Context: an optimization exercise on an open-source flow, tuned for small area, a short achievable clock period and few clock cycles per item. The choices shown serve that exercise and are no tape-out recipe.
At most, simulation tests tie the RTL to the original design; equivalence was not proved.
The RTL of run 6 was laid out without a check of its function.
No activity file was given, so power comes from the tool's default toggle rates. No driver is modelled on the clock port, so clocking that relies on it looks cheaper here than on a real chip.

===== design/flow/config.mk =====
export PLATFORM = sky130hd
export DESIGN_NAME = dsam_stream_encoder
export DESIGN_NICKNAME = dsam_stream_encoder
export VERILOG_FILES = /design/flow/design.v
export SDC_FILE = /design/flow/constraint.sdc
export NUM_CORES = 4
export LEC_CHECK = 0
export CAP_MARGIN = 20
export CORE_MARGIN = 2
export CORE_UTILIZATION = 40
export SLEW_MARGIN = 20
export SYNTH_MEMORY_MAX_BITS = 8192

===== design/flow/constraint.sdc =====
create_clock -name core_clock -period 8.8 [get_ports {clk}]
set_input_delay 1.7600 -clock core_clock [delete_from_list [all_inputs] [get_ports {clk}]]
set_output_delay 1.7600 -clock core_clock [all_outputs]
set_load 0.01 [all_outputs]

===== design/flow/design.v =====
module dsam_stream_encoder #(
    parameter int DATA_WIDTH   = 16,
    parameter int MAX_CHANNELS = 256,
    parameter int CHAN_WIDTH   = 9
) (
    input  logic                  clk,
    input  logic                  reset,
    input  logic                  clear,
    input  logic [1:0]            mode,
    input  logic [CHAN_WIDTH-1:0] channels,
    input  logic                  in_valid,
    output logic                  in_ready,
    input  logic [DATA_WIDTH-1:0] in_data,
    output logic                  out_valid,
    input  logic                  out_ready,
    output logic [DATA_WIDTH-1:0] out_data
);
    localparam int W = DATA_WIDTH;
    logic          in_ready_q;
    logic          accept;
    logic          a_v, a_clr;
    logic [1:0]    a_mode;
    logic [8:0]    a_ch;
    logic [W-1:0]  a_x;
    assign in_ready = in_ready_q;
    assign accept   = in_valid && in_ready_q;
    always_ff @(posedge clk or negedge reset) begin
        if (!reset) begin
            a_v   <= 1'b0;
            a_clr <= 1'b0;
        end else begin
            a_v   <= accept;
            a_clr <= clear;
        end
    end
    always_ff @(posedge clk) begin
        a_x    <= in_data;
        a_mode <= mode;
        a_ch   <= channels;
    end
    logic [7:0] chm1;
    logic [7:0] seg_sel_new;
    logic       n1_new, n2_new;
    always_comb begin
        chm1 = ((a_ch == 9'd0) || (a_ch > 9'd256)) ? 8'd255 : 8'(a_ch - 9'd1);
        n1_new = (chm1 == 8'd0);
        n2_new = (chm1 == 8'd1);
        seg_sel_new[7]   = chm1[7];
        seg_sel_new[6:0] = chm1[7] ? chm1[6:0] : 7'(chm1[6:0] - 7'd2);
    end
    logic [1:0] mode_q;
    logic [7:0] seg_sel_q;
    logic       n1_q, n2_q;
    logic       cold_q;
    logic [7:0] rem_q;
    logic [W-2:0] c_q;
    logic [1:0] mode_e;
    logic       n1_e;
    logic       cold_e, warm;
    logic [7:0] rem_e;
    logic [W-2:0] c_e;
    assign mode_e = a_clr ? a_mode : mode_q;
    assign n1_e   = a_clr ? n1_new : n1_q;
    assign cold_e = a_clr | cold_q;
    assign warm   = !cold_e;
    assign rem_e  = a_clr ? chm1 : rem_q;
    assign c_e    = a_clr ? '0 : c_q;
    logic [W-1:0] x0_q, p_q, r_q;
    logic [W-1:0] s1_q;
    logic [2*W-1:0] s2_q;
    logic [4*W-1:0] s4_q;
    logic [8*W-1:0] s8_q;
    logic [16*W-1:0] s16_q;
    logic [32*W-1:0] s32_q;
    logic [64*W-1:0] s64_q;
    logic [126*W-1:0] s126_q;
    logic [W-1:0] n1, n2, n4, n8, n16, n32, n64, n126;
    assign n1   = seg_sel_q[0] ? s1_q                  : x0_q;
    assign n2   = seg_sel_q[1] ? s2_q[2*W-1 -: W]      : n1;
    assign n4   = seg_sel_q[2] ? s4_q[4*W-1 -: W]      : n2;
    assign n8   = seg_sel_q[3] ? s8_q[8*W-1 -: W]      : n4;
    assign n16  = seg_sel_q[4] ? s16_q[16*W-1 -: W]    : p_q;
    assign n32  = seg_sel_q[5] ? s32_q[32*W-1 -: W]    : n16;
    assign n64  = seg_sel_q[6] ? s64_q[64*W-1 -: W]    : n32;
    assign n126 = seg_sel_q[7] ? s126_q[126*W-1 -: W]  : n64;
    always_ff @(posedge clk) begin
        if (a_v) begin
            x0_q   <= a_x;
            s1_q   <= x0_q;
            s2_q   <= {s2_q[W-1:0], n1};
            s4_q   <= {s4_q[3*W-1:0], n2};
            s8_q   <= {s8_q[7*W-1:0], n4};
            p_q    <= n8;
            s16_q  <= {s16_q[15*W-1:0], p_q};
            s32_q  <= {s32_q[31*W-1:0], n16};
            s64_q  <= {s64_q[63*W-1:0], n32};
            s126_q <= {s126_q[125*W-1:0], n64};
            r_q    <= n1_e ? a_x : (n2_q ? x0_q : n126);
        end
    end
    logic [W-1:0] diff;
    logic         sgn;
    logic [W-2:0] mag;
    logic [W-2:0] cn;
    logic [W-1:0] word;
    always_comb begin
        diff = (mode_e[0] && warm) ? (a_x - r_q) : a_x;
        sgn  = diff[W-1];
        mag  = sgn ? ~diff[W-2:0] : diff[W-2:0];
        cn   = mag ^ c_e;
        case (mode_e)
            2'd0:    word = a_x;
            2'd1:    word = {sgn, mag};
            default: word = {sgn, cn};
        endcase
    end
    always_ff @(posedge clk or negedge reset) begin
        if (!reset) begin
            mode_q    <= 2'd3;
            seg_sel_q <= 8'hff;    
            n1_q      <= 1'b0;
            n2_q      <= 1'b0;
            cold_q    <= 1'b1;
            rem_q     <= 8'd255;
            c_q       <= '0;
        end else begin
            if (a_clr) begin
                mode_q    <= a_mode;
                seg_sel_q <= seg_sel_new;
                n1_q      <= n1_new;
                n2_q      <= n2_new;
            end
            if (a_v) begin
                if (cold_e) begin
                    if (rem_e == 8'd0) begin
                        cold_q <= 1'b0;
                    end else begin
                        cold_q <= 1'b1;
                        rem_q  <= rem_e - 8'd1;
                    end
                end
                if (mode_e[1]) c_q <= cn;
                else if (a_clr) c_q <= '0;
            end else if (a_clr) begin
                cold_q <= 1'b1;
                rem_q  <= chm1;
                c_q    <= '0;
            end
        end
    end
    logic         ov_q, q0v_q, q1v_q;
    logic [W-1:0] o_q, q0_q, q1_q;
    logic         o_free;
    logic [2:0]   occ_next;
    logic         ov_d, q0v_d, q1v_d;
    assign out_valid = ov_q;
    assign out_data  = o_q;
    assign o_free    = !ov_q || out_ready;
    always_comb begin
        ov_d  = ov_q;
        q0v_d = q0v_q;
        q1v_d = q1v_q;
        if (o_free) begin
            if (q0v_q) begin
                ov_d = 1'b1;
                if (q1v_q) begin
                    q0v_d = 1'b1;
                    q1v_d = a_v;
                end else begin
                    q0v_d = a_v;
                    q1v_d = 1'b0;
                end
            end else begin
                ov_d = a_v;
            end
        end else if (a_v) begin
            if (!q0v_q) q0v_d = 1'b1;
            else        q1v_d = 1'b1;
        end
        occ_next = 3'(ov_d) + 3'(q0v_d) + 3'(q1v_d) + 3'(accept);
    end
    always_ff @(posedge clk or negedge reset) begin
        if (!reset) begin
            ov_q       <= 1'b0;
            q0v_q      <= 1'b0;
            q1v_q      <= 1'b0;
            in_ready_q <= 1'b1;
        end else begin
            ov_q       <= ov_d;
            q0v_q      <= q0v_d;
            q1v_q      <= q1v_d;
            in_ready_q <= (occ_next < 3'd3);
        end
    end
    always_ff @(posedge clk) begin
        if (o_free) begin
            if (q0v_q) begin
                o_q <= q0_q;
                if (q1v_q) begin
                    q0_q <= q1_q;
                    q1_q <= word;
                end else begin
                    q0_q <= word;
                end
            end else begin
                o_q <= word;
            end
        end else begin
            if (!q0v_q) q0_q <= word;
            else if (!q1v_q) q1_q <= word;
        end
    end
endmodule

===== design/flow/run.sh =====
#!/bin/bash
# synth_recipe.tcl (not shown) runs the flow's synth.tcl, then flattens the netlist and writes it again
# the make line also repeats each setting of config.mk as NAME=value (left out here)
make -C /OpenROAD-flow-scripts/flow DESIGN_CONFIG=/design/flow/config.mk WORK_HOME=/design/flow/orfs CLKGATE_MAP_FILE= SYNTH_SCRIPT=/design/flow/synth_recipe.tcl finish

==> results of run 1 <==
[sequential cells by signal (all words and copies together) (netlist names), 2 cells and up]
| name | flops |
|---|---|
| q0_q | 16 |
| s32_q | 512 |
| s1_q | 16 |
| s8_q | 128 |
| p_q | 16 |
| s126_q | 2016 |
| x0_q | 16 |
| r_q | 16 |
| a_mode | 2 |
| s2_q | 32 |
| s64_q | 1024 |
| c_q | 15 |
| o_q | 16 |
| a_ch | 9 |
| a_x | 16 |
| rem_q | 8 |
| s4_q | 64 |
| mode_q | 2 |
| seg_sel_q | 8 |
| q1_q | 16 |
| s16_q | 256 |
[layer usage]
layer,wire (um),up-vias,GRT usage
li1,-,21416,-
met1,94960,24600,0.1700
met2,73480,935,0.1369
met5,0,-,0
met4,5969,0,0.04207
met3,8044,386,0.01900
[how the worst min path moves through the flow]
stage,startpoint,endpoint,slack [ns],depth (start not counted)
CTS,s126_q[569]$_DFFE_PP_,s126_q[585]$_DFFE_PP_,0.36,0
global route,s64_q[229]$_DFFE_PP_,s64_q[245]$_DFFE_PP_,0.37,0
detailed placement,s126_q[990]$_DFFE_PP_,s126_q[1006]$_DFFE_PP_,0.40,0
finish,s126_q[569]$_DFFE_PP_,s126_q[585]$_DFFE_PP_,0.37,0
floorplan,s126_q[984]$_DFFE_PP_,s126_q[1000]$_DFFE_PP_,0.40,0
global placement,s126_q[13]$_DFFE_PP_,s126_q[29]$_DFFE_PP_,0.40,0
[power breakdown]
| group | internal (W) | switching, W |
|---|---|---|
| sequential | 0.0255 | 0.000767 |
| combinational | 0.000414 | 0.00178 |
| clock | 0.00964 | 0.00712 |
[synthesized netlist by cell type (all sizes together) (10+ instances only)]
cell    count
edfxtp   4144
mux2      123
nor2       94
nand2      86
o21ai      70
a21oi      56
clkbuf     39
inv        34
nor3       30
xnor2      28
dfxtp      27
mux2i      27
buf        22
dfrtp      22
ha         22
dfstp      20
o22ai      14
nand3      12
nand2b     11
xor2       11
and2       10
and3       10
nor2b      10
or3        10
[final cells by class]
type                       count  area (sq um)
antenna                        2         5.005
clock buffer                 485         10400
clock inverter               249          2565
fill                       26717        178100
inverter                      37         140.1
multi-input combinational    776          5662
sequential                  4213        126100
tap                         4366          5463
timing repair buffer         101          1106
[critical path: stages, from the launching register on]
cell	delay, ns
dfxtp_1	0.42
inv_1	0.08
ha_1	0.23
fa_1	0.41
nor2b_1	0.19
o31a_1	0.23
o21ai_1	0.16
and4_1	0.22
nor3_1	0.49
nor2_1	0.14
a2111oi_4	0.55
mux2i_1	0.25
o31a_1	0.30
o2bb2ai_1	0.13
[per-stage QoR]
step	utilization	cell area [sq um]	instances
after floorplan	-	132100	5087
after global placement	0.4199	138400	9491
after detailed placement	0.4199	138400	9491
after CTS	0.4593	151300	10225
after global routing	0.4595	151400	10228
final	0.4595	151400	10229
[logic make-up after synthesis]
kind of cell | count (synthesis)
simple gates | 313
flops | 4213
xor+xnor | 46
mux | 150
compound gates | 243
fa+ha+maj | 24
buf+inv | 98
==> impl_metrics.ini, run 1 <==
[setup_path]
arrival_ns = 4.70
endpoint_kind = flip-flop
timing.rr.end = q0_q[10]$_DFFE_PP_
cp_max_fo = 6
reg2reg_depth = 13
rr_startpoint = a_x[0]$_DFF_P_
cp-endpoint = q0_q[10]$_DFFE_PP_
reg2reg_setup_slack_ns = 4.75
crit_start = a_x[0]$_DFF_P_
startpoint_type = flip-flop
cp_data_required_time_ns = 9.44
crit_type = flip-flop to flip-flop

[synth]
synth_top_family_by_area = multiplexers
synthTopCellsByArea = edfxtp_1 (94%), mux2_2 (1.0%), dfrtp_1 (0.42%)
syn_area_sq_mm = 0.1321
netlist_instances = 5087
synth_area_leader_cell = edfxtp_1
yosys.area_share.simple = 0.01181
synth-seq-cells = 4213
synth_xor_area_frac = 0.003779
synth_edf_count = 4144
ys_warn_count = 1
synth.distinct_cells = 89
async_flop_share = 0.009969
ys_seq_area_frac = 0.9542
netlist.area_leader.share = 0.9419
ys.flop_type = edfxtp_1
synth_adder_area_share = 0.002387
avgSynthCellArea_sq_um = 25.97
muxShareOfSynthArea = 0.01253
synth-compound-area-share = 0.01228

[timing]
finalSetupTns_ns = 0
tightest_slew_ns = 1.094
relSlewSlack = 0.2708
setup_viol = 0
fmax_mhz = 246.7
clock_skew_ns = 0.06384
hold_slack_ns = 0.3733
rsz0062_at_grt = no
slew_violations = 0
period_share = 0.4607
finalHoldViolations = 0
fin_crit_ns = 4.054
setup_ws_ns = 4.746

[route]
dr.first_iter.drc_count = 4852
firstDrtPassIters = 6
drt-wirelength-per-cell_um = 17.84
vias_per_cell = 4.628
vias = 47337
drtAntennaViolNets = 0
drcViolationCount = 0
wl_um = 182500

[cts]
cts-root-buf = clkbuf_16
cts_setup_buffers = 0
htreeDepth = 5
path_clk_slew_ns = 0.06
cts-buffers-inserted = 398
ctsResizeCount = 0
clkSinkCount = 4213
clockBufferDepth = 4
insertion_delay_ns = 0.91
tritoncts = done
holdBufCountCts = 0

[cells_and_area]
layout_commonest_cell = edfxtp_1
syn_to_final_growth_pct = 14.60
drive_gt1_frac = 0.1358
most-common-layout-cells = edfxtp_1 (4144), clkbuf_16 (403), mux2_2 (123), nor2_1 (90), nand2_1 (86)
fin_nets = 5583

[power]
ir_drop_v = 0.0001909
power.density_mw_per_mm2 = 298.9
power_leakage_nw = 44.79
p_total_w = 0.04526

[floorplan]
die_x_um = 578.7
die_h_um = 578.7
io_pins = 50
start_util = 0.4010
die_area_sq_mm = 0.3349
rows = 211
coreArea_sq_mm = 0.3295

[place]
gp_congestion = 0.7668
dp_hpwl_um = 90020
pre_cts_ws_ns = 4.362
port_buffers = 49

[global_routing]
grt_pass1_wl_um = 274200
grt_max_degree = 215
grt_antenna_before_repair = 7
track_usage = 0.1045
first_global_vias = 45448
grt.overflow.total = 0

[job]
drv_cap = 0

[outcome]
status = no timing/DRC/antenna violations

[worst_hold_path]
hp-class = flip-flop to flip-flop
Testbench counts, summed over its fixed seeds: cycles 27,216, items 27,200.
==> run 2: changes to the inputs <==
--- a/design/flow/design.v
+++ b/design/flow/design.v
@@ -59,5 +59,4 @@
     logic       cold_e, warm;
     logic [7:0] rem_e;
-    logic [W-2:0] c_e;
     assign mode_e = a_clr ? a_mode : mode_q;
     assign n1_e   = a_clr ? n1_new : n1_q;
@@ -65,5 +64,4 @@
     assign warm   = !cold_e;
     assign rem_e  = a_clr ? chm1 : rem_q;
-    assign c_e    = a_clr ? '0 : c_q;
     logic [W-1:0] x0_q, p_q, r_q;
     logic [W-1:0] s1_q;
@@ -100,18 +98,20 @@
     end
     logic [W-1:0] diff;
-    logic         sgn;
-    logic [W-2:0] mag;
-    logic [W-2:0] cn;
-    logic [W-1:0] word;
-    always_comb begin
-        diff = (mode_e[0] && warm) ? (a_x - r_q) : a_x;
-        sgn  = diff[W-1];
-        mag  = sgn ? ~diff[W-2:0] : diff[W-2:0];
-        cn   = mag ^ c_e;
-        case (mode_e)
-            2'd0:    word = a_x;
-            2'd1:    word = {sgn, mag};
-            default: word = {sgn, cn};
-        endcase
+    logic         b_v, b_clr;
+    logic [1:0]   b_mode;
+    logic [W-1:0] b_d;
+    assign diff = (mode_e[0] && warm) ? (a_x - r_q) : a_x;
+    always_ff @(posedge clk or negedge reset) begin
+        if (!reset) begin
+            b_v   <= 1'b0;
+            b_clr <= 1'b0;
+        end else begin
+            b_v   <= a_v;
+            b_clr <= a_clr;
+        end
+    end
+    always_ff @(posedge clk) begin
+        b_d    <= diff;
+        b_mode <= mode_e;
     end
     always_ff @(posedge clk or negedge reset) begin
@@ -123,5 +123,4 @@
             cold_q    <= 1'b1;
             rem_q     <= 8'd255;
-            c_q       <= '0;
         end else begin
             if (a_clr) begin
@@ -140,73 +139,70 @@
                     end
                 end
-                if (mode_e[1]) c_q <= cn;
-                else if (a_clr) c_q <= '0;
             end else if (a_clr) begin
                 cold_q <= 1'b1;
                 rem_q  <= chm1;
-                c_q    <= '0;
             end
         end
     end
-    logic         ov_q, q0v_q, q1v_q;
-    logic [W-1:0] o_q, q0_q, q1_q;
-    logic         o_free;
-    logic [2:0]   occ_next;
-    logic         ov_d, q0v_d, q1v_d;
-    assign out_valid = ov_q;
-    assign out_data  = o_q;
-    assign o_free    = !ov_q || out_ready;
+    logic         sgn;
+    logic [W-2:0] mag;
+    logic [W-2:0] c_e;
+    logic [W-2:0] cn;
+    logic [W-1:0] word;
     always_comb begin
-        ov_d  = ov_q;
-        q0v_d = q0v_q;
-        q1v_d = q1v_q;
-        if (o_free) begin
-            if (q0v_q) begin
-                ov_d = 1'b1;
-                if (q1v_q) begin
-                    q0v_d = 1'b1;
-                    q1v_d = a_v;
-                end else begin
-                    q0v_d = a_v;
-                    q1v_d = 1'b0;
-                end
+        sgn  = b_d[W-1];
+        mag  = sgn ? ~b_d[W-2:0] : b_d[W-2:0];
+        c_e  = b_clr ? '0 : c_q;
+        cn   = mag ^ c_e;
+        case (b_mode)
+            2'd0:    word = b_d;
+            2'd1:    word = {sgn, mag};
+            default: word = {sgn, cn};
+        endcase
+    end
+    always_ff @(posedge clk or negedge reset) begin
+        if (!reset) begin
+            c_q <= '0;
+        end else if (b_v && b_mode[1]) begin
+            c_q <= cn;
+        end else if (b_clr) begin
+            c_q <= '0;
+        end
+    end
+    localparam int QD = 4;
+    logic [QD-1:0] qv_q, qv_d;
+    logic [W-1:0]  q_q [QD];
+    logic          take;
+    logic [2:0]    cnt_q, cnt_d;
+    assign out_valid = qv_q[0];
+    assign out_data  = q_q[0];
+    assign take      = qv_q[0] && out_ready;
+    always_comb begin
+        logic [QD:0] v_ext;
+        v_ext = {1'b0, qv_q};
+        if (take) v_ext = {1'b0, v_ext[QD:1]};
+        qv_d = v_ext[QD-1:0];
+        if (b_v) qv_d = {qv_d[QD-2:0], 1'b1};
+        cnt_d = cnt_q + 3'(accept) - 3'(take);
+    end
+    always_ff @(posedge clk or negedge reset) begin
+        if (!reset) begin
+            qv_q       <= '0;
+            cnt_q      <= '0;
+            in_ready_q <= 1'b1;
+        end else begin
+            qv_q       <= qv_d;
+            cnt_q      <= cnt_d;
+            in_ready_q <= (cnt_d < 3'(QD));
+        end
+    end
+    always_ff @(posedge clk) begin
+        for (int i = 0; i < QD; i++) begin
+            if (take) begin
+                if (i + 1 < QD && qv_q[i+1]) q_q[i] <= q_q[i+1];
+                else if (qv_q[i] && (i + 1 >= QD || !qv_q[i+1])) q_q[i] <= word;
             end else begin
-                ov_d = a_v;
+                if (!qv_q[i] && (i == 0 || qv_q[i-1])) q_q[i] <= word;
             end
-        end else if (a_v) begin
-            if (!q0v_q) q0v_d = 1'b1;
-            else        q1v_d = 1'b1;
-        end
-        occ_next = 3'(ov_d) + 3'(q0v_d) + 3'(q1v_d) + 3'(accept);
-    end
-    always_ff @(posedge clk or negedge reset) begin
-        if (!reset) begin
-            ov_q       <= 1'b0;
-            q0v_q      <= 1'b0;
-            q1v_q      <= 1'b0;
-            in_ready_q <= 1'b1;
-        end else begin
-            ov_q       <= ov_d;
-            q0v_q      <= q0v_d;
-            q1v_q      <= q1v_d;
-            in_ready_q <= (occ_next < 3'd3);
-        end
-    end
-    always_ff @(posedge clk) begin
-        if (o_free) begin
-            if (q0v_q) begin
-                o_q <= q0_q;
-                if (q1v_q) begin
-                    q0_q <= q1_q;
-                    q1_q <= word;
-                end else begin
-                    q0_q <= word;
-                end
-            end else begin
-                o_q <= word;
-            end
-        end else begin
-            if (!q0v_q) q0_q <= word;
-            else if (!q1v_q) q1_q <= word;
         end
     end
==> impl_metrics.ini, run 2 <==
[route]
vias_per_cell = 4.559
firstDrtPassIters = 5
vias = 46194
wl_um = 175100
drtAntennaViolNets = 0
dr.first_iter.drc_count = 4611
drcViolationCount = 0
drt-wirelength-per-cell_um = 17.28

[setup_path]
timing.rr.end = s32_q[405]$_DFFE_PP_
crit_start = in_ready_q$_DFF_PN1_
endpoint_kind = output pin
cp_top_family = flip-flops
cp_max_fo = 2
worst-path-buf-inv = 1
reg2reg_setup_slack_ns = 5.50
rr_startpoint = a_v$_DFF_PN0_
cp_data_required_time_ns = 7.04
reg2reg_depth = 3
worstPathCellList = clkdlybuf4s50_1
arrival_ns = 1.98
crit_type = flip-flop to output pin
startpoint_type = flip-flop
crit_cells = 1
cp-endpoint = in_ready
cp_slowest_cell = dfstp_2
max_stage_delay_ns = 0.54

[place]
pre_cts_ws_ns = 4.463
gp_congestion = 0.7382
placedCellCount = 9386
port_buffers = 49
dpl-instance-area_sq_mm = 0.1387
dp_hpwl_um = 83300

[cts]
ctsResizeCount = 0
clockBufferDepth = 4
tritoncts = done
cts-root-buf = clkbuf_16
clkSinkCount = 4253
htreeDepth = 5
cts-buffers-inserted = 402
path_clk_slew_ns = 0.06
insertion_delay_ns = 0.94
cts_setup_buffers = 0
holdBufCountCts = 0

[floorplan]
die_area_sq_mm = 0.3357
die_x_um = 579.4
die_h_um = 579.4
coreArea_sq_mm = 0.3300
start_util = 0.4013
rows = 211
io_pins = 50

[global_routing]
grt_max_degree = 221
grt_antenna_before_repair = 8
grt_pass1_wl_um = 266400
first_global_vias = 45309
grt.overflow.total = 0
track_usage = 0.1006

[synth]
netlist.area_leader.share = 0.9433
synth-seq-cells = 4253
synth.distinct_cells = 66
netlist_instances = 4981
syn_area_sq_mm = 0.1324
ys_top_cells_by_count = edfxtp_1 (4160), mux2_2 (167), nor2_1 (67), nand2_1 (56), a21oi_1 (54)
synthTopCellsByArea = edfxtp_1 (94%), mux2_2 (1.4%), dfxtp_1 (0.68%)
async_flop_share = 0.01129
synthMostInstantiatedCell = edfxtp_1
ys_warn_count = 5
ys.flop_type = edfxtp_1
synth_area_leader_cell = edfxtp_1
avgSynthCellArea_sq_um = 26.59
synth_edf_count = 4160
ys_seq_area_frac = 0.9593

[timing]
setup_ws_ns = 5.060
fmax_mhz = 267.4
finalSetupTns_ns = 0
setup_viol = 0
clock_skew_ns = 0.05905
period_share = 0.4250
tightest_slew_ns = 1.171
slew_violations = 0
relSlewSlack = 0.2191
rsz0062_at_grt = no
finalHoldViolations = 0
fin_crit_ns = 3.740

[cells_and_area]
drive_gt1_frac = 0.1453
largest_register = s126_q
top_regs = s126_q: 2016 flops, s64_q: 1024 flops, s32_q: 512 flops
multiInputGateArea_sq_mm = 0.005042
largest_register_ffs = 2016
syn_to_final_growth_pct = 14.75
n_fill_cell = 26604
most-common-layout-cells = edfxtp_1 (4160), clkbuf_16 (406), mux2_2 (167), clkinv_1 (84), clkinv_2 (83)
final_area_sq_mm = 0.1520
seq_area_sq_mm = 0.1271
layout_commonest_cell = edfxtp_1
stdcell_count = 10132
fin_nets = 5481

[power]
p_total_w = 0.04715
power.density_mw_per_mm2 = 310.3
ir_drop_v = 0.0001855
power_leakage_nw = 43.93

[outcome]
status = no timing/DRC/antenna violations

[worst_hold_path]
hp-class = flip-flop to flip-flop

[job]
drv_cap = 0
## run 2: per-stage QoR
stage | util | hold WS [ns]
finish | 0.4605 | 0.3796
global placement | 0.4204 | 0.4003
floorplan | - | 0.3813
detailed placement | 0.4204 | 0.4045
CTS | 0.4604 | 0.3657
global route | 0.4605 | 0.3668
## run 2: cells by family (layout without fill, tap and decap cells)
logic type | Yosys count | in the layout | share of synthesized area
fa+ha+maj | 24 | 24 | 0.002381
simple gates | 205 | 205 | 0.007662
other cells | 0 | 4 | 0
compound gates | 149 | 149 | 0.007114
mux | 191 | 191 | 0.01620
buf+inv | 89 | 870 | 0.002683
xor+xnor | 70 | 70 | 0.004629
flops | 4253 | 4253 | 0.9593
## run 2: worst min path at each step
stage | cells past startpoint | slack [ns] | end | startpoint
5_1_grt | 0 | 0.37 | s32_q[228]$_DFFE_PP_ | s32_q[212]$_DFFE_PP_
3_3_place_gp | 0 | 0.40 | s16_q[222]$_DFFE_PP_ | s16_q[206]$_DFFE_PP_
2_1_floorplan | 2 | 0.38 | mode_q[0]$_DFF_PN1_ | a_mode[0]$_DFF_P_
4_1_cts | 0 | 0.37 | s32_q[228]$_DFFE_PP_ | s32_q[212]$_DFFE_PP_
6_report | 0 | 0.38 | s32_q[260]$_DFFE_PP_ | s32_q[244]$_DFFE_PP_
3_5_place_dp | 0 | 0.40 | s126_q[101]$_DFFE_PP_ | s126_q[85]$_DFFE_PP_
## run 2: area by class of cell
type	instances	area share
flip-flops and latches	4253	0.8360
clock buffers	484	0.06937
well taps	4366	0.03595
multi-input cells	639	0.03318
clock inverters	257	0.01743
repair buffers	92	0.007040
inverters	37	0.0009139
diodes	4	0.00006587
## run 2: report_power, final
group	switching [W]	internal, W
clock network	0.00724	0.00973
registers	0.000857	0.0265
logic	0.00227	0.000520
## run 2: per-layer routing
metal / routed length, um / vias to the layer above / track usage
met2: 74150 / 868 / 0.1399
met1: 87010 / 23999 / 0.1542
met4: 6119 / 0 / 0.04154
li1: - / 20933 / -
met3: 7806 / 394 / 0.02077
met5: 0 / - / 0
Testbench counts of run 2, summed over its fixed seeds: cycles 27,224, items 27,200.
==> run 3: changes to the inputs <==
--- a/design/flow/config.mk
+++ b/design/flow/config.mk
@@ -6,7 +6,9 @@
 export NUM_CORES = 4
 export LEC_CHECK = 0
+export ABC_CLOCK_PERIOD_IN_PS = 3000
 export CAP_MARGIN = 20
 export CORE_MARGIN = 2
 export CORE_UTILIZATION = 40
+export SETUP_SLACK_MARGIN = 5
 export SLEW_MARGIN = 20
 export SYNTH_MEMORY_MAX_BITS = 8192
==> impl_metrics.ini, run 3 <==
[route]
vias_per_cell = 4.557
drt-wirelength-per-cell_um = 17.27
dr.first_iter.drc_count = 4721
drtAntennaViolNets = 0
firstDrtPassIters = 5
wl_um = 174900
drcViolationCount = 0
vias = 46164

[timing]
finalSetupTns_ns = 0
clock_skew_ns = 0.05965
slew_violations = 0
period_share = 0.4136
tightest_slew_ns = 1.174
rsz0062_at_grt = no
relSlewSlack = 0.2173
finalHoldViolations = 0
fmax_mhz = 274.7
setup_viol = 0
fin_crit_ns = 3.640

[cells_and_area]
syn_to_final_growth_pct = 14.75
most-common-layout-cells = edfxtp_1 (4160), clkbuf_16 (406), mux2_2 (167), clkinv_1 (84), clkinv_2 (83)
fin_util = 0.4605
multiInputGateArea_sq_mm = 0.005042
seq_area_sq_mm = 0.1271
largest_register_ffs = 2016
top_regs = s126_q: 2016 flops, s64_q: 1024 flops, s32_q: 512 flops
fin_nets = 5481
drive_gt1_frac = 0.1454
n_fill_cell = 26601
largest_register = s126_q
layout_commonest_cell = edfxtp_1

[synth]
synthTopCellsByArea = edfxtp_1 (94%), mux2_2 (1.4%), dfxtp_1 (0.68%)
synth-seq-cells = 4253
synth.distinct_cells = 66
netlist_instances = 4981
ys_warn_count = 5
ys.flop_type = edfxtp_1
synth_edf_count = 4160
synthMostInstantiatedCell = edfxtp_1
ys_seq_area_frac = 0.9593
ys_top_cells_by_count = edfxtp_1 (4160), mux2_2 (167), nor2_1 (67), nand2_1 (56), a21oi_1 (54)
syn_area_sq_mm = 0.1324
async_flop_share = 0.01129
synth_area_leader_cell = edfxtp_1
avgSynthCellArea_sq_um = 26.59
netlist.area_leader.share = 0.9433

[worst_hold_path]
hp-class = flip-flop to flip-flop
hold_depth = 0

[floorplan]
io_pins = 50
start_util = 0.4013
coreArea_sq_mm = 0.3300
die_h_um = 579.4
rows = 211
die_area_sq_mm = 0.3357
die_x_um = 579.4

[global_routing]
grt_antenna_before_repair = 8
grt_max_degree = 221
track_usage = 0.1006
grt_pass1_wl_um = 266400
grt.overflow.total = 0
first_global_vias = 45305

[setup_path]
startpoint_type = flip-flop
cp_data_required_time_ns = 7.04
worst-path-buf-inv = 1
cp_slowest_cell = clkdlybuf4s50_1
arrival_ns = 1.88
crit_type = flip-flop to output pin
cp_max_fo = 7
max_stage_delay_ns = 0.55
crit_cells = 1
endpoint_kind = output pin
worstPathCellList = clkdlybuf4s50_1
reg2reg_depth = 3
cp_top_family = buffers and inverters

[outcome]
status = no timing/DRC/antenna violations

[job]
drv_cap = 0

[cts]
holdBufCountCts = 0
cts-buffers-inserted = 402
tritoncts = done
cts-root-buf = clkbuf_16
cts_setup_buffers = 0
htreeDepth = 5
clkSinkCount = 4253
insertion_delay_ns = 0.94
clockBufferDepth = 4
path_clk_slew_ns = 0.06

[power]
ir_drop_v = 0.0001854
power_leakage_nw = 43.93
power.density_mw_per_mm2 = 310.2

[place]
dp_hpwl_um = 83300
port_buffers = 49
gp_congestion = 0.7382
==> run 3: cell counts after synthesis <==
Identical to the previous run, type by type.
==> run 3: worst reg2reg max path, delay by kind of cell (launching register included) <==
family	cells	cell delay (ns)
buffers and inverters	3	1.72
flip-flops	1	1.03
==> run 3: per-stage QoR <==
step	total power, W	instances	setup WS, ns	hold WS [ns]	cell area [sq um]
finish	0.04714	10130	5.160	0.3810	152000
detailed placement	0.03066	9386	4.463	0.4045	138700
CTS	0.04786	10127	5.001	0.3657	151900
global placement	0.03049	9386	4.546	0.4003	138700
floorplan	0.03023	4981	-22.15	0.3813	132400
global route	0.04912	10130	5.037	0.3668	152000
==> run 3: cells by family (layout without fill, tap and decap cells) <==
logic type / count (synthesis) / in the layout / synth area share
flops: 4253 / 4253 / 0.9593
simple gates: 205 / 205 / 0.007662
mux: 191 / 191 / 0.01620
compound gates: 149 / 149 / 0.007114
buf+inv: 89 / 870 / 0.002683
xor+xnor: 70 / 70 / 0.004629
fa+ha+maj: 24 / 24 / 0.002381
other cells: 0 / 2 / 0
==> run 3: cell type report <==
class	count	area share
clock inverter	257	0.01743
tap	4366	0.03595
timing repair buffer	92	0.007032
sequential	4253	0.8361
clock buffer	484	0.06938
antenna	2	0.00003293
inverter	37	0.0009139
multi-input combinational	639	0.03318
==> run 3: layer usage <==
layer / routed length [um] / global-route usage / vias to the layer above
li1: - / - / 20945
met1: 87260 / 0.1542 / 23991
met2: 74340 / 0.1399 / 841
met3: 7367 / 0.02077 / 387
met4: 5983 / 0.04154 / 0
met5: 0 / 0 / -
==> run 3: power breakdown <==
group | internal, W | switching, W | leakage (nW)
Clock | 0.00973 | 0.00724 | 6.43
Combinational | 0.000518 | 0.00227 | 2.66
Sequential | 0.0265 | 0.000856 | 34.8
Total | 0.0368 | 0.0104 | 43.9
==> run 3: path summary, 6_finish.rpt <==
check	startpoint	endpoint	slack, ns
max	qv_q[0]$_DFF_PN0_	out_valid	5.16
min	s32_q[212]$_DFFE_PP_	s32_q[228]$_DFFE_PP_	0.38
max reg2reg	a_v$_DFF_PN0_	s32_q[405]$_DFFE_PP_	5.51
min reg2reg	s32_q[212]$_DFFE_PP_	s32_q[228]$_DFFE_PP_	0.38
max in group asynchronous	reset	a_clr$_DFF_PN0_	7.19
min in group asynchronous	reset	cnt_q[0]$_DFF_PN0_	0.96
==> run 3: what timing repair did <==
item	4_1_cts	5_1_grt
pin swaps	0	0
gates resized for setup	1	1
setup endpoints to repair	1	1
==> run 4: changes to the inputs <==
--- a/design/flow/design.v
+++ b/design/flow/design.v
@@ -175,6 +175,7 @@
     logic          take;
     logic [2:0]    cnt_q, cnt_d;
+    logic [W-1:0] out_q, q0_d;
     assign out_valid = qv_q[0];
-    assign out_data  = q_q[0];
+    assign out_data  = out_q;
     assign take      = qv_q[0] && out_ready;
     always_comb begin
@@ -196,4 +197,16 @@
             in_ready_q <= (cnt_d < 3'(QD));
         end
+    end
+    always_comb begin
+        q0_d = q_q[0];
+        if (take) begin
+            if (qv_q[1]) q0_d = q_q[1];
+            else if (qv_q[0]) q0_d = word;
+        end else if (!qv_q[0]) begin
+            q0_d = word;
+        end
+    end
+    always_ff @(posedge clk) begin
+        out_q <= q0_d;
     end
     always_ff @(posedge clk) begin
--- a/design/flow/config.mk
+++ b/design/flow/config.mk
@@ -10,4 +10,6 @@
 export CORE_MARGIN = 2
 export CORE_UTILIZATION = 40
+export CTS_CLUSTER_DIAMETER = 80
+export CTS_CLUSTER_SIZE = 25
 export SETUP_SLACK_MARGIN = 5
 export SLEW_MARGIN = 20
==> impl_metrics.ini, run 4 <==
[outcome]
status = no timing/DRC/antenna violations

[cts]
htreeDepth = 4
clkSinkCount = 4269
path_clk_slew_ns = 0.09
cts-buffers-inserted = 202
cts_setup_buffers = 0
tritoncts = done
insertion_delay_ns = 0.88
cts-root-buf = clkbuf_16
clockBufferDepth = 4

[setup_path]
cp-endpoint = in_ready_q$_DFF_PN1_
rr_startpoint = a_ch[0]$_DFF_P_
crit_start = out_ready
cp_max_fo = 36
path_common_cell = inv_1
startpoint_type = input port
crit_type = input port to flip-flop
worst-path-buf-inv = 6
cp_top_family = buffers and inverters
arrival_ns = 4.50
endpoint_kind = flip-flop
cp_slowest_cell = clkdlybuf4s50_1
max_stage_delay_ns = 0.46
cp_data_required_time_ns = 9.62
reg2reg_setup_slack_ns = 5.21
timing.rr.end = rem_q[2]$_DFFE_PN1P_
crit_cells = 12
worstPathCellList = clkdlybuf4s50_1 -> buf_4 -> nand2_1 -> inv_1 -> ha_1 -> inv_1 -> ha_1 -> inv_1 -> fa_1 -> xnor2_1 -> xnor2_1 -> inv_1
reg2reg_depth = 11

[timing]
finalSetupTns_ns = 0
finalHoldViolations = 0
fin_crit_ns = 3.683
tightest_slew_ns = 1.124
rsz0062_at_grt = no
setup_viol = 0
slew_violations = 0
fmax_mhz = 271.5
clock_skew_ns = 0.05160
period_share = 0.4185
relSlewSlack = 0.2504

[cells_and_area]
largest_register_ffs = 2016
most-common-layout-cells = edfxtp_1 (4160), clkbuf_16 (204), mux2_2 (145), nand2_1 (92), clkbuf_1 (77)
drive_gt1_frac = 0.08642
layout_commonest_cell = edfxtp_1
n_fill_cell = 27236
stdcell_count = 9760
largest_register = s126_q
syn_to_final_growth_pct = 9.067
top_regs = s126_q: 2016 flops, s64_q: 1024 flops, s32_q: 512 flops
fin_nets = 5351

[floorplan]
start_util = 0.4024
die_area_sq_mm = 0.3371
coreArea_sq_mm = 0.3305
die_x_um = 580.6
io_pins = 50
die_h_um = 580.6
rows = 211

[synth]
ys_top_cells_by_count = edfxtp_1 (4160), mux2_2 (150), nand2_1 (92), dfxtp_1 (61), o21ai_0 (61)
avgSynthCellArea_sq_um = 26.35
synth-seq-cells = 4269
synth.distinct_cells = 72
syn_area_sq_mm = 0.1330
synth_area_leader_cell = edfxtp_1
netlist.area_leader.share = 0.9392
ys.flop_type = edfxtp_1
ys_seq_area_frac = 0.9576
netlist_instances = 5048
synthMostInstantiatedCell = edfxtp_1
ys_warn_count = 5
synthTopCellsByArea = edfxtp_1 (94%), mux2_2 (1.3%), dfxtp_1 (0.92%)
async_flop_share = 0.01124
synth_edf_count = 4160

[global_routing]
grt.overflow.total = 0
grt_max_degree = 227
track_usage = 0.09656
grt_antenna_before_repair = 13
grt_pass1_wl_um = 259700
first_global_vias = 43129

[place]
dp_hpwl_um = 84240
gp_congestion = 0.7341
port_buffers = 49
placedCellCount = 9454

[route]
wl_um = 171100
firstDrtPassIters = 5
drcViolationCount = 0
dr.first_iter.drc_count = 4918
drtAntennaViolNets = 0
vias_per_cell = 4.651
vias = 45394
drt-wirelength-per-cell_um = 17.53

[worst_hold_path]
hp-start = s32_q[222]$_DFFE_PP_
hp-class = flip-flop to flip-flop

[job]
drv_cap = 0

[power]
power_leakage_nw = 40.36
power.density_mw_per_mm2 = 279.0
ir_drop_v = 0.0001809
==> run 4: layout make-up <==
cell class | instances | area, sq um | share of cell area
Antenna cell | 2 | 5.005 | 0.00003450
Clock buffer | 281 | 5394 | 0.03718
Clock inverter | 20 | 289.0 | 0.001992
Inverter | 34 | 127.6 | 0.0008797
Multi-Input combinational cell | 700 | 5348 | 0.03686
Sequential cell | 4269 | 127400 | 0.8781
Tap cell | 4366 | 5463 | 0.03766
Timing Repair Buffer | 88 | 1059 | 0.007297
==> run 4: timing repair <==
action,in CTS,in global routing
resized for setup,11,3
setup endpoints to repair,25,23
hold buffers,0,0
gates cloned,0,0
==> run 4: through the flow <==
step                power (W)  instance area, sq um    util  worst slack [ns]  hold WS [ns]
CTS                   0.04113                145000  0.4386             4.917        0.3750
detailed placement    0.03088                139300  0.4213             3.825        0.4045
global placement      0.03073                139300  0.4213             3.992        0.4003
floorplan             0.03038                133100       -            -24.86        0.3807
global route          0.04225                145100  0.4389             5.004        0.3931
finish                0.04047                145100  0.4389             5.117        0.3853
==> run 4: where the power goes <==
| part | switching [W] | internal (W) | leakage [nW] |
|---|---|---|---|
| logic | 0.00234 | 0.000538 | 2.71 |
| clock network | 0.00571 | 0.00439 | 2.74 |
| registers | 0.000917 | 0.0266 | 34.9 |
| total | 0.00897 | 0.0315 | 40.4 |
==> run 4: worst min path at each step <==
stage / slack, ns / cells past startpoint / to
2_1_floorplan: 0.38 / 0 / b_clr$_DFF_PN0_
3_3_place_gp: 0.40 / 0 / s32_q[503]$_DFFE_PP_
3_5_place_dp: 0.40 / 0 / s126_q[1044]$_DFFE_PP_
4_1_cts: 0.38 / 0 / s32_q[238]$_DFFE_PP_
5_1_grt: 0.39 / 0 / s32_q[238]$_DFFE_PP_
6_report: 0.39 / 0 / s32_q[238]$_DFFE_PP_
==> run 4: routing by layer <==
layer / routed length [um] / up-vias / GRT usage / part of all wire
li1: - / 20500 / - / -
met1: 90580 / 23881 / 0.1601 / 0.53
met2: 68970 / 739 / 0.1282 / 0.40
met3: 7071 / 274 / 0.01596 / 0.041
met4: 4463 / 0 / 0.03020 / 0.026
met5: 0 / - / 0 / 0
==> run 4: cell families (layout without fill, tap and decap cells) <==
group / after synthesis / in the layout / share of synthesized area
simple gates: 193 / 193 / 0.006886
other cells: 1 / 18 / 0.00002819
buf+inv: 94 / 423 / 0.003038
mux: 169 / 169 / 0.01413
flops: 4269 / 4269 / 0.9576
compound gates: 221 / 221 / 0.01060
fa+ha+maj: 24 / 24 / 0.002371
xor+xnor: 77 / 77 / 0.005353
Testbench counts of run 4, summed over its fixed seeds: cycles 27,224, items 27,200.
==> run 5: changes to the inputs <==
==> design/flow/flow/run.sh (new file) <==
#!/bin/bash
set -euo pipefail
bash standard.sh SETUP_SLACK_MARGIN=5.6 finish > std_flow.log 2>&1
==> design/flow/standard.sh (new file) <==
#!/bin/bash
# synth_recipe.tcl (not shown) runs the flow's synth.tcl, then flattens the netlist and writes it again
# the make line also repeats each setting of config.mk as NAME=value (left out here)
make -C /OpenROAD-flow-scripts/flow DESIGN_CONFIG=/design/flow/config.mk WORK_HOME=/design/flow/orfs CLKGATE_MAP_FILE= SYNTH_SCRIPT=/design/flow/synth_recipe.tcl "${@:-finish}"
removed: design/flow/run.sh
==> impl_metrics.ini, run 5 <==
[setup_path]
reg2reg_setup_slack_ns = 5.61
rr_startpoint = a_ch[1]$_DFF_P_
cp_data_required_time_ns = 7.04
endpoint_kind = output pin
cp_top_family = flip-flops
timing.rr.end = rem_q[1]$_DFFE_PN1P_
arrival_ns = 1.63
crit_type = flip-flop to output pin
startpoint_type = flip-flop
cp_slowest_cell = dfstp_2
cp_max_fo = 2
reg2reg_depth = 11
max_stage_delay_ns = 0.62
worstPathCellList = buf_6
worst-path-buf-inv = 1

[cts]
tritoncts = done
path_clk_slew_ns = 0.09
holdBufCountCts = 0
cts-root-buf = clkbuf_16
clockBufferDepth = 4
htreeDepth = 4
cts-buffers-inserted = 202
insertion_delay_ns = 0.88
clkSinkCount = 4269

[synth]
avgSynthCellArea_sq_um = 26.35
async_flop_share = 0.01124
synth_edf_count = 4160
netlist_instances = 5048
netlist.area_leader.share = 0.9392
ys_warn_count = 5
ys_top_cells_by_count = edfxtp_1 (4160), mux2_2 (150), nand2_1 (92), dfxtp_1 (61), o21ai_0 (61)
ys_seq_area_frac = 0.9576
synthTopCellsByArea = edfxtp_1 (94%), mux2_2 (1.3%), dfxtp_1 (0.92%)
synthMostInstantiatedCell = edfxtp_1
synth.distinct_cells = 72
syn_area_sq_mm = 0.1330
ys.flop_type = edfxtp_1
synth-seq-cells = 4269
synth_area_leader_cell = edfxtp_1

[timing]
slew_violations = 0
period_share = 0.3856
tightest_slew_ns = 1.291
clock_skew_ns = 0.04810
finalSetupTns_ns = 0
finalHoldViolations = 0
fin_crit_ns = 3.393
relSlewSlack = 0.1396
rsz0062_at_grt = yes
fmax_mhz = 294.7
setup_viol = 0

[route]
drt-wirelength-per-cell_um = 17.60
drcViolationCount = 0
vias = 45572
vias_per_cell = 4.661
dr.first_iter.drc_count = 4904
drtAntennaViolNets = 0
firstDrtPassIters = 7
wl_um = 172100

[power]
power.switching_w = 0.008993
power_frac_comb = 0.072
seqPwrFrac = 0.678
intPower_w = 0.03153
power.density_mw_per_mm2 = 278.8
ir_drop_v = 0.0002059
power_leakage_nw = 40.49
p_clk_frac = 0.249
switching_share = 0.2219

[global_routing]
track_usage = 0.09666
grt_antenna_before_repair = 13
grt.overflow.total = 0
grt_max_degree = 227
first_global_vias = 43134
grt_pass1_wl_um = 259900

[place]
gp_congestion = 0.7341
placedCellCount = 9454
dp_hpwl_um = 84240
port_buffers = 49

[worst_hold_path]
hold_depth = 0
hp-class = flip-flop to flip-flop
hold-path-endpoint = s32_q[238]$_DFFE_PP_
hp-start = s32_q[222]$_DFFE_PP_

[floorplan]
die_h_um = 580.6
die_x_um = 580.6
start_util = 0.4024
io_pins = 50
rows = 211
coreArea_sq_mm = 0.3305
die_area_sq_mm = 0.3371

[cells_and_area]
top_regs = s126_q: 2016 flops, s64_q: 1024 flops, s32_q: 512 flops
largest_register = s126_q
stdcell_count = 9778
fin_nets = 5368
largest_register_ffs = 2016
layout_commonest_cell = edfxtp_1
syn_to_final_growth_pct = 9.266
drive_gt1_frac = 0.09706
most-common-layout-cells = edfxtp_1 (4160), clkbuf_16 (205), mux2_2 (145), nand2_1 (90), clkbuf_1 (77)

[job]
drv_cap = 0

[outcome]
status = no timing/DRC/antenna violations
-- run 5: layer usage --
metal | up-vias | global-route usage | routed length, um
li1 | 20533 | - | -
met1 | 23958 | 0.1603 | 90900
met2 | 804 | 0.1284 | 69520
met3 | 277 | 0.01590 | 7214
met4 | 0 | 0.03007 | 4425
met5 | - | 0 | 0
-- run 5: how the worst max path moves through the flow --
stage / start / to / slack (ns) / depth (start not counted)
2_1_floorplan: a_v$_DFF_PN0_ / rem_q[6]$_DFFE_PN1P_ / -24.86 / 3
3_3_place_gp: out_ready / q_q[3][0]$_DFFE_PP_ / 3.99 / 6
3_5_place_dp: out_ready / q_q[3][1]$_DFFE_PP_ / 3.83 / 6
4_1_cts: in_ready_q$_DFF_PN1_ / in_ready / 5.29 / 1
5_1_grt: in_ready_q$_DFF_PN1_ / in_ready / 5.31 / 1
6_report: in_ready_q$_DFF_PN1_ / in_ready / 5.41 / 1
-- run 5: layout make-up --
| cell class | count | area (sq um) |
|---|---|---|
| multi-input cells | 700 | 5411 |
| repair buffers | 105 | 1226 |
| fillers | 27218 | 185200 |
| inverters | 34 | 135.1 |
| clock buffers | 281 | 5394 |
| diodes | 3 | 7.507 |
| well taps | 4366 | 5463 |
| flip-flops and latches | 4269 | 127400 |
| clock inverters | 20 | 289.0 |
-- run 5: logic make-up (layout without fill, tap and decap cells) --
group,Yosys count,in the layout,synth area share
muxes,169,169,0.01413
and+or+nand+nor,193,193,0.006886
DFF,4269,4269,0.9576
adders and majority gates,24,24,0.002371
other,1,19,0.00002819
xor gates and xnor gates,77,77,0.005353
buffers and inverters,94,440,0.003038
AOI/OAI and AO/OA,221,221,0.01060
-- run 5: repair_timing --
item,in CTS,in global routing
setup endpoints to repair,300,1500
setup buffers,4,13
cloned,0,1
pin swaps,2,6
endpoints found under the hold margin,0,0
resized for setup,129,17
-- run 5: power groups by stage --
stage / combinational [W] / clock, W / sequential [W]
finish: 0.00293 / 0.0101 / 0.0275
global route: 0.00329 / 0.0113 / 0.0277
CTS: 0.00297 / 0.0106 / 0.0275
detailed placement: 0.00297 / 0 / 0.0279
global placement: 0.00284 / 0 / 0.0279
floorplan: 0.000572 / 0 / 0.0298
-- run 5: per-stage QoR --
| step | power (W) | area, sq um | hold slack [ns] | setup slack, ns | utilization |
|---|---|---|---|---|---|
| 6_report | 0.04052 | 145300 | 0.3872 | 5.407 | 0.4397 |
| 5_1_grt | 0.04230 | 145300 | 0.3931 | 5.309 | 0.4397 |
| 4_1_cts | 0.04116 | 145100 | 0.3750 | 5.287 | 0.4389 |
| 3_5_place_dp | 0.03088 | 139300 | 0.4045 | 3.825 | 0.4213 |
| 3_3_place_gp | 0.03073 | 139300 | 0.4003 | 3.992 | 0.4213 |
| 2_1_floorplan | 0.03038 | 133100 | 0.3807 | -24.86 | - |
==> run 6: changes to the inputs <==
--- a/design/flow/design.v
+++ b/design/flow/design.v
@@ -16,13 +16,17 @@
     output logic [DATA_WIDTH-1:0] out_data
 );
-    localparam int W = DATA_WIDTH;
+    localparam int W  = DATA_WIDTH;
+    localparam int QD = 4;
     logic          in_ready_q;
     logic          accept;
     logic          a_v, a_clr;
     logic [1:0]    a_mode;
-    logic [8:0]    a_ch;
+    logic [7:0]    a_chm1;     
+    logic          a_n1, a_n2;
     logic [W-1:0]  a_x;
+    logic [7:0]    ch_m1;
     assign in_ready = in_ready_q;
     assign accept   = in_valid && in_ready_q;
+    assign ch_m1    = ((channels == 9'd0) || (channels > 9'd256)) ? 8'd255 : 8'(channels - 9'd1);
     always_ff @(posedge clk or negedge reset) begin
         if (!reset) begin
@@ -37,18 +41,16 @@
         a_x    <= in_data;
         a_mode <= mode;
-        a_ch   <= channels;
-    end
-    logic [7:0] chm1;
+        a_chm1 <= ch_m1;
+        a_n1   <= (ch_m1 == 8'd0);
+        a_n2   <= (ch_m1 == 8'd1);
+    end
     logic [7:0] seg_sel_new;
-    logic       n1_new, n2_new;
-    always_comb begin
-        chm1 = ((a_ch == 9'd0) || (a_ch > 9'd256)) ? 8'd255 : 8'(a_ch - 9'd1);
-        n1_new = (chm1 == 8'd0);
-        n2_new = (chm1 == 8'd1);
-        seg_sel_new[7]   = chm1[7];
-        seg_sel_new[6:0] = chm1[7] ? chm1[6:0] : 7'(chm1[6:0] - 7'd2);
+    always_comb begin
+        seg_sel_new[7]   = a_chm1[7];
+        seg_sel_new[6:0] = a_chm1[7] ? a_chm1[6:0] : 7'(a_chm1[6:0] - 7'd2);
     end
     logic [1:0] mode_q;
-    logic [7:0] seg_sel_q;
+    logic [7:0] seg_sel_q, seg_sel_d;
+    logic [7:0] seg_en_q;
     logic       n1_q, n2_q;
     logic       cold_q;
@@ -59,9 +61,10 @@
     logic       cold_e, warm;
     logic [7:0] rem_e;
-    assign mode_e = a_clr ? a_mode : mode_q;
-    assign n1_e   = a_clr ? n1_new : n1_q;
-    assign cold_e = a_clr | cold_q;
-    assign warm   = !cold_e;
-    assign rem_e  = a_clr ? chm1 : rem_q;
+    assign mode_e    = a_clr ? a_mode : mode_q;
+    assign n1_e      = a_clr ? a_n1 : n1_q;
+    assign cold_e    = a_clr | cold_q;
+    assign warm      = !cold_e;
+    assign rem_e     = a_clr ? a_chm1 : rem_q;
+    assign seg_sel_d = a_clr ? seg_sel_new : seg_sel_q;
     logic [W-1:0] x0_q, p_q, r_q;
     logic [W-1:0] s1_q;
@@ -84,16 +87,16 @@
     always_ff @(posedge clk) begin
         if (a_v) begin
-            x0_q   <= a_x;
-            s1_q   <= x0_q;
-            s2_q   <= {s2_q[W-1:0], n1};
-            s4_q   <= {s4_q[3*W-1:0], n2};
-            s8_q   <= {s8_q[7*W-1:0], n4};
-            p_q    <= n8;
-            s16_q  <= {s16_q[15*W-1:0], p_q};
-            s32_q  <= {s32_q[31*W-1:0], n16};
-            s64_q  <= {s64_q[63*W-1:0], n32};
-            s126_q <= {s126_q[125*W-1:0], n64};
-            r_q    <= n1_e ? a_x : (n2_q ? x0_q : n126);
-        end
+            x0_q <= a_x;
+            p_q  <= n8;
+            r_q  <= n1_e ? a_x : (n2_q ? x0_q : n126);
+        end
+        if (seg_en_q[0]) s1_q   <= x0_q;
+        if (seg_en_q[1]) s2_q   <= {s2_q[W-1:0], n1};
+        if (seg_en_q[2]) s4_q   <= {s4_q[3*W-1:0], n2};
+        if (seg_en_q[3]) s8_q   <= {s8_q[7*W-1:0], n4};
+        if (seg_en_q[4]) s16_q  <= {s16_q[15*W-1:0], p_q};
+        if (seg_en_q[5]) s32_q  <= {s32_q[31*W-1:0], n16};
+        if (seg_en_q[6]) s64_q  <= {s64_q[63*W-1:0], n32};
+        if (seg_en_q[7]) s126_q <= {s126_q[125*W-1:0], n64};
     end
     logic [W-1:0] diff;
@@ -119,4 +122,5 @@
             mode_q    <= 2'd3;
             seg_sel_q <= 8'hff;    
+            seg_en_q  <= 8'h00;
             n1_q      <= 1'b0;
             n2_q      <= 1'b0;
@@ -124,9 +128,10 @@
             rem_q     <= 8'd255;
         end else begin
+            seg_en_q <= seg_sel_d & {8{accept}};
             if (a_clr) begin
                 mode_q    <= a_mode;
                 seg_sel_q <= seg_sel_new;
-                n1_q      <= n1_new;
-                n2_q      <= n2_new;
+                n1_q      <= a_n1;
+                n2_q      <= a_n2;
             end
             if (a_v) begin
@@ -141,5 +146,5 @@
             end else if (a_clr) begin
                 cold_q <= 1'b1;
-                rem_q  <= chm1;
+                rem_q  <= a_chm1;
             end
         end
@@ -170,11 +175,12 @@
         end
     end
-    localparam int QD = 4;
     logic [QD-1:0] qv_q, qv_d;
     logic [W-1:0]  q_q [QD];
     logic          take;
     logic [2:0]    cnt_q, cnt_d;
-    logic [W-1:0] out_q, q0_d;
-    assign out_valid = qv_q[0];
+    logic          in_ready_d;
+    logic [W-1:0]  out_q, q0_d;
+    logic          out_valid_q;
+    assign out_valid = out_valid_q;
     assign out_data  = out_q;
     assign take      = qv_q[0] && out_ready;
@@ -186,14 +192,18 @@
         if (b_v) qv_d = {qv_d[QD-2:0], 1'b1};
         cnt_d = cnt_q + 3'(accept) - 3'(take);
-    end
-    always_ff @(posedge clk or negedge reset) begin
-        if (!reset) begin
-            qv_q       <= '0;
-            cnt_q      <= '0;
-            in_ready_q <= 1'b1;
-        end else begin
-            qv_q       <= qv_d;
-            cnt_q      <= cnt_d;
-            in_ready_q <= (cnt_d < 3'(QD));
+        if (take) in_ready_d = accept ? (cnt_q != 3'd4) : 1'b1;
+        else      in_ready_d = accept ? (cnt_q <  3'd3) : (cnt_q != 3'd4);
+    end
+    always_ff @(posedge clk or negedge reset) begin
+        if (!reset) begin
+            qv_q        <= '0;
+            cnt_q       <= '0;
+            in_ready_q  <= 1'b0;
+            out_valid_q <= 1'b0;
+        end else begin
+            qv_q        <= qv_d;
+            cnt_q       <= cnt_d;
+            in_ready_q  <= in_ready_d;
+            out_valid_q <= |qv_d;
         end
     end
==> design/flow/flow/run.sh (replaced) <==
#!/bin/bash
set -euo pipefail
bash standard.sh SETUP_SLACK_MARGIN=5.7 finish > std_flow.log 2>&1
==> impl_metrics.ini, run 6 <==
[cells_and_area]
n_fill_cell = 27309
drive_gt1_frac = 0.09555
fin_nets = 5386
syn_to_final_growth_pct = 9.170
largest_register_ffs = 2016
most-common-layout-cells = edfxtp_1 (4160), clkbuf_16 (202), mux2_2 (142), a21oi_1 (70), nand2_1 (59)
largest_register = s126_q
layout_commonest_cell = edfxtp_1
top_regs = s126_q: 2016 flops, s64_q: 1024 flops, s32_q: 512 flops

[floorplan]
rows = 211
die_area_sq_mm = 0.3379
io_pins = 50
die_h_um = 581.3
start_util = 0.4027
coreArea_sq_mm = 0.3311
die_x_um = 581.3

[setup_path]
cp_top_family = flip-flops
cp_data_required_time_ns = 7.04
max_stage_delay_ns = 0.45
arrival_ns = 1.49
startpoint_type = flip-flop
worst-path-buf-inv = 1
cp_max_fo = 1
worstPathCellList = buf_6
crit_type = flip-flop to output pin
cp_slowest_cell = dfxtp_4
endpoint_kind = output pin

[timing]
relSlewSlack = 0.3273
setup_viol = 0
slew_violations = 0
fin_crit_ns = 3.253
tightest_slew_ns = 1.009
hold_slack_ns = 0.3805
finalHoldViolations = 0
finalSetupTns_ns = 0
period_share = 0.3697
clock_skew_ns = 0.08103
fmax_mhz = 307.4
rsz0062_at_grt = yes

[synth]
syn_area_sq_mm = 0.1333
ys_seq_area_frac = 0.9572
synthTopCellsByArea = edfxtp_1 (94%), mux2_2 (1.2%), dfxtp_1 (0.93%)
synth_adder_area_share = 0.002459
synth.distinct_cells = 65
synth_xor_area_frac = 0.004599
netlist_instances = 5075
muxShareOfSynthArea = 0.01455
avgSynthCellArea_sq_um = 26.27
yosys.area_share.simple = 0.007817
synth_area_leader_cell = edfxtp_1
ys.flop_type = edfxtp_1
ys_top_cells_by_count = edfxtp_1 (4160), mux2_2 (142), a21oi_1 (70), dfxtp_1 (62), nand2_1 (61)
netlist.area_leader.share = 0.9370
synth_edf_count = 4160
async_flop_share = 0.01332
synth-compound-area-share = 0.01046
synthMostInstantiatedCell = edfxtp_1
ys_warn_count = 5
synth_top_family_by_area = multiplexers
synth-seq-cells = 4279

[global_routing]
grt_max_degree = 220
grt.overflow.total = 0
first_global_vias = 44033
grt_pass1_wl_um = 267800
track_usage = 0.09981
grt_antenna_before_repair = 6

[cts]
path_clk_slew_ns = 0.09
clkSinkCount = 4279
holdBufCountCts = 0
htreeDepth = 4
cts-root-buf = clkbuf_16
tritoncts = done
clockBufferDepth = 4
insertion_delay_ns = 0.91
cts-buffers-inserted = 198

[power]
p_clk_frac = 0.261
power.switching_w = 0.008366
seqPwrFrac = 0.681
ir_drop_v = 0.0001702
power_frac_comb = 0.058
power_leakage_nw = 40.94
power.density_mw_per_mm2 = 266.0
intPower_w = 0.03035
p_total_w = 0.03871
switching_share = 0.2161

[route]
firstDrtPassIters = 5
drcViolationCount = 0
vias = 45572
drt-wirelength-per-cell_um = 18.10
dr.first_iter.drc_count = 4573
drtAntennaViolNets = 0
wl_um = 177000
vias_per_cell = 4.661

[place]
gp_congestion = 0.7823
port_buffers = 49
dp_hpwl_um = 89430

[job]
drv_cap = 0

[outcome]
status = no timing/DRC/antenna violations

[worst_hold_path]
hp-class = flip-flop to flip-flop
[run 6: layer usage]
| layer | GRT usage | vias up | wire [um] |
|---|---|---|---|
| met2 | 0.1404 | 651 | 75290 |
| met5 | 0 | - | 0 |
| li1 | - | 20609 | - |
| met3 | 0.01567 | 253 | 6559 |
| met4 | 0.02695 | 0 | 4137 |
| met1 | 0.1607 | 24059 | 91030 |
[run 6: cell families after synthesis]
family                     count (synthesis)
muxes                                    172
buffers and inverters                     95
other                                      1
DFF                                     4279
xor gates and xnor gates                  70
and+or+nand+nor                          210
adders and majority gates                 25
AOI/OAI and AO/OA                        223
[run 6: timing repair]
| action | in CTS | in global routing |
|---|---|---|
| gates resized for setup | 124 | 15 |
| cloned | 0 | 2 |
| pin swaps | 0 | 1 |
| setup buffers | 0 | 4 |
| hold endpoints to repair | 0 | 0 |
| endpoints found under the setup margin | 265 | 1568 |
[run 6: power by group through the flow]
stage               clock network, W  logic [W]  registers (W)
finish                        0.0101    0.00225         0.0264
global route                  0.0112    0.00252         0.0266
CTS                           0.0106    0.00224         0.0264
detailed placement                 0    0.00225         0.0268
global placement                   0    0.00214         0.0268
floorplan                          0   0.000593         0.0289
[run 6: worst paths after layout]
kind | startpoint | end | slack [ns] | cells after the start
hold reg to reg | s126_q[1663]$_DFFE_PP_ | s126_q[1679]$_DFFE_PP_ | 0.38 | 0
setup / recovery | out_q[14]$_DFF_P_ | out_data[14] | 5.55 | 1
max in group asynchronous | reset | seg_en_q[7]$_DFF_PN0_ | 7.04 | 2
min in group asynchronous | reset | cnt_q[1]$_DFF_PN0_ | 1.02 | 2
hold / removal | s126_q[1663]$_DFFE_PP_ | s126_q[1679]$_DFFE_PP_ | 0.38 | 0
setup reg to reg | seg_sel_q[4]$_DFF_PN1_ | r_q[3]$_DFFE_PP_ | 5.92 | 6
[run 6: layout make-up]
type	instances	area (sq um)	share of cell area
repair buffers	98	1211	0.008321
inverters	35	132.6	0.0009112
flip-flops and latches	4279	127700	0.8772
clock buffers	254	5229	0.03592
clock inverters	28	380.4	0.002613
multi-input cells	717	5456	0.03749
well taps	4366	5463	0.03753
diodes	1	2.502	0.00001719
[run 6: per-stage QoR]
stage | util | cell area (sq um) | worst slack (ns) | std cells
detailed placement | 0.4216 | 139600 | 4.404 | 9485
global placement | 0.4216 | 139600 | 4.179 | 9485
floorplan | - | 133400 | -5.509 | 5090
finish | 0.4396 | 145500 | 5.547 | 9778
global route | 0.4396 | 145500 | 5.478 | 9778
CTS | 0.4388 | 145300 | 5.441 | 9767
==> run 7: changes to the inputs <==
--- a/design/flow/design.v
+++ b/design/flow/design.v
@@ -42,6 +42,6 @@
         a_mode <= mode;
         a_chm1 <= ch_m1;
-        a_n1   <= (ch_m1 == 8'd0);
-        a_n2   <= (ch_m1 == 8'd1);
+        a_n1   <= (channels == 9'd1);
+        a_n2   <= (channels == 9'd2);
     end
     logic [7:0] seg_sel_new;
@@ -191,5 +191,7 @@
         qv_d = v_ext[QD-1:0];
         if (b_v) qv_d = {qv_d[QD-2:0], 1'b1};
-        cnt_d = cnt_q + 3'(accept) - 3'(take);
+        if (accept && !take)      cnt_d = cnt_q + 3'd1;
+        else if (!accept && take) cnt_d = cnt_q - 3'd1;
+        else                      cnt_d = cnt_q;
         if (take) in_ready_d = accept ? (cnt_q != 3'd4) : 1'b1;
         else      in_ready_d = accept ? (cnt_q <  3'd3) : (cnt_q != 3'd4);
==> design/flow/flow/run.sh (replaced) <==
#!/bin/bash
set -euo pipefail
bash standard.sh SETUP_SLACK_MARGIN=5.8 \
  CTS_ARGS="-sink_clustering_enable -repair_clock_nets -sink_clustering_size 30 -sink_clustering_max_diameter 100 -dont_use_dummy_load" \
  finish > std_flow.log 2>&1
--- a/design/flow/config.mk
+++ b/design/flow/config.mk
@@ -9,7 +9,8 @@
 export CAP_MARGIN = 20
 export CORE_MARGIN = 2
-export CORE_UTILIZATION = 40
+export CORE_UTILIZATION = 60
 export CTS_CLUSTER_DIAMETER = 80
 export CTS_CLUSTER_SIZE = 25
+export PLACE_DENSITY = 0.7
 export SETUP_SLACK_MARGIN = 5
 export SLEW_MARGIN = 20
==> impl_metrics.ini, run 7 <==
[outcome]
status = no timing/DRC/antenna violations

[global_routing]
track_usage = 0.1443
grt_pass1_wl_um = 248700
grt_max_degree = 222
grt.overflow.total = 0
grt_antenna_before_repair = 10

[job]
drv_cap = 0

[cells_and_area]
syn_to_final_growth_pct = 6.593
layout_commonest_cell = edfxtp_1
final_area_sq_mm = 0.1420
most-common-layout-cells = edfxtp_1 (4160), clkbuf_16 (163), mux2_2 (149), a21oi_1 (65), nand2_1 (57)
stdcell_count = 8227
fin_nets = 5325
fin_util = 0.6450
largest_register = s126_q
top_regs = s126_q: 2016 flops, s64_q: 1024 flops, s32_q: 512 flops
n_fill_cell = 13658

[synth]
synth.distinct_cells = 66
ys.flop_type = edfxtp_1
synth-compound-area-share = 0.01066
synth_adder_area_share = 0.002442
avgSynthCellArea_sq_um = 26.34
ys_seq_area_frac = 0.9579
yosys.area_share.simple = 0.007129
ys_top_cells_by_count = edfxtp_1 (4160), mux2_2 (149), a21oi_1 (65), dfxtp_1 (62), nand2_1 (59)
muxShareOfSynthArea = 0.01455
synth_edf_count = 4160
netlist_instances = 5057
async_flop_share = 0.01332
synth-seq-cells = 4279

[route]
wl_um = 166500
drt-wirelength-per-cell_um = 20.23
firstDrtPassIters = 5
drtAntennaViolNets = 0
drcViolationCount = 0
dr.first_iter.drc_count = 5043
vias_per_cell = 5.457

[cts]
htreeDepth = 4
holdBufCountCts = 0
clkSinkCount = 4279
tritoncts = done
insertion_delay_ns = 0.83
path_clk_slew_ns = 0.10

[timing]
tightest_slew_ns = 1.102
finalHoldViolations = 0
period_share = 0.3521
finalSetupTns_ns = 0
slew_violations = 0
clock_skew_ns = 0.06453
relSlewSlack = 0.2655
rsz0062_at_grt = yes

[floorplan]
start_util = 0.6051
coreArea_sq_mm = 0.2202
die_h_um = 475.2
io_pins = 50

[setup_path]
arrival_ns = 1.34
crit_cells = 1
worstPathCellList = buf_2
reg2reg_depth = 6
cp_top_family = flip-flops
crit_type = flip-flop to output pin
cp_data_required_time_ns = 7.04

[place]
placedCellCount = 8060
port_buffers = 49
dpl-instance-area_sq_mm = 0.1377

[power]
power.switching_w = 0.007609
p_clk_frac = 0.233
ir_drop_v = 0.0002464
power_frac_comb = 0.057
power_leakage_nw = 39.66
switching_share = 0.2072
## run 7: changes by cell type after synthesis, sizes merged, moves of 3 or more
cell,previous run,this run
a21oi,70,66
o2bb2ai,3,0
o21bai,0,3
a22oi,6,3
nor2,52,45
a22o,0,4
mux2i,22,26
nor2b,8,4
a211oi,4,1
o21a,23,28
## run 7: logic make-up (layout without fill, tap and decap cells)
group | count (synthesis) | after routing
other cells | 1 | 18
compound gates | 221 | 221
xor+xnor | 69 | 69
fa+ha+maj | 25 | 25
flops | 4279 | 4279
mux | 175 | 175
buf+inv | 91 | 286
simple gates | 196 | 196
## run 7: power by group through the flow
| stage | Combinational [W] | Clock [W] | Sequential (W) |
|---|---|---|---|
| 2_1_floorplan | 0.000603 | 0 | 0.0284 |
| 3_3_place_gp | 0.00204 | 0 | 0.0265 |
| 3_5_place_dp | 0.00212 | 0 | 0.0265 |
| 4_1_cts | 0.00211 | 0.00893 | 0.0261 |
| 5_1_grt | 0.00234 | 0.00956 | 0.0263 |
| 6_report | 0.00210 | 0.00854 | 0.0261 |
## run 7: what timing repair did
action / CTS / global route
cloned: 1 / 1
endpoints found under the setup margin: 214 / 700
pin swaps: 0 / 0
resized for setup: 104 / 22
## run 7: per-layer routing
| metal | vias up | wire [um] | GRT usage |
|---|---|---|---|
| met1 | 23421 | 85440 | 0.2486 |
| met2 | 884 | 69570 | 0.1936 |
| met3 | 218 | 7732 | 0.02354 |
| li1 | 20370 | - | - |
| met5 | - | 0 | 0 |
| met4 | 0 | 3722 | 0.03850 |
## run 7: stage by stage
stage	hold WS, ns	total power [W]	setup WS [ns]
floorplan	0.3745	0.02897	-5.509
global placement	0.4003	0.02850	4.336
detailed placement	0.4045	0.02862	4.517
CTS	0.3579	0.03715	5.563
global route	0.3561	0.03816	5.603
finish	0.3577	0.03671	5.701
## run 7: path summary, 6_finish.rpt
| path | slack, ns | startpoint | end |
|---|---|---|---|
| worst max-delay path | 5.70 | in_ready_q$_DFF_PN0_ | in_ready |
| worst min-delay path | 0.36 | s64_q[258]$_DFFE_PP_ | s64_q[274]$_DFFE_PP_ |
| worst max register to register | 5.98 | seg_sel_q[4]$_DFF_PN1_ | r_q[11]$_DFFE_PP_ |
| worst min register to register | 0.36 | s64_q[258]$_DFFE_PP_ | s64_q[274]$_DFFE_PP_ |
| max in group asynchronous | 7.04 | reset | seg_en_q[7]$_DFF_PN0_ |
| min in group asynchronous | 1.12 | reset | c_q[12]$_DFF_PN0_ |
## run 7: layout make-up
type                    count  area (sq um)  share of cell area
well taps                2958          3701             0.02606
flip-flops and latches   4279        127700              0.8990
multi-input cells         702          5345             0.03764
diodes                      2         5.005          0.00003524
inverters                  33         127.6           0.0008987
clock buffers             162          4054             0.02855
repair buffers             91          1116            0.007860
Testbench counts of run 7, summed over its fixed seeds: cycles 27,224, items 27,200.

Setup slack of run 7, layout unchanged: 5.701 ns with ideal ports, 5.618 ns with driving cells assumed (clock clkbuf_16, inputs buf_2), 4.874 ns with port delays also shifted by the 0.870 ns mid clock arrival.
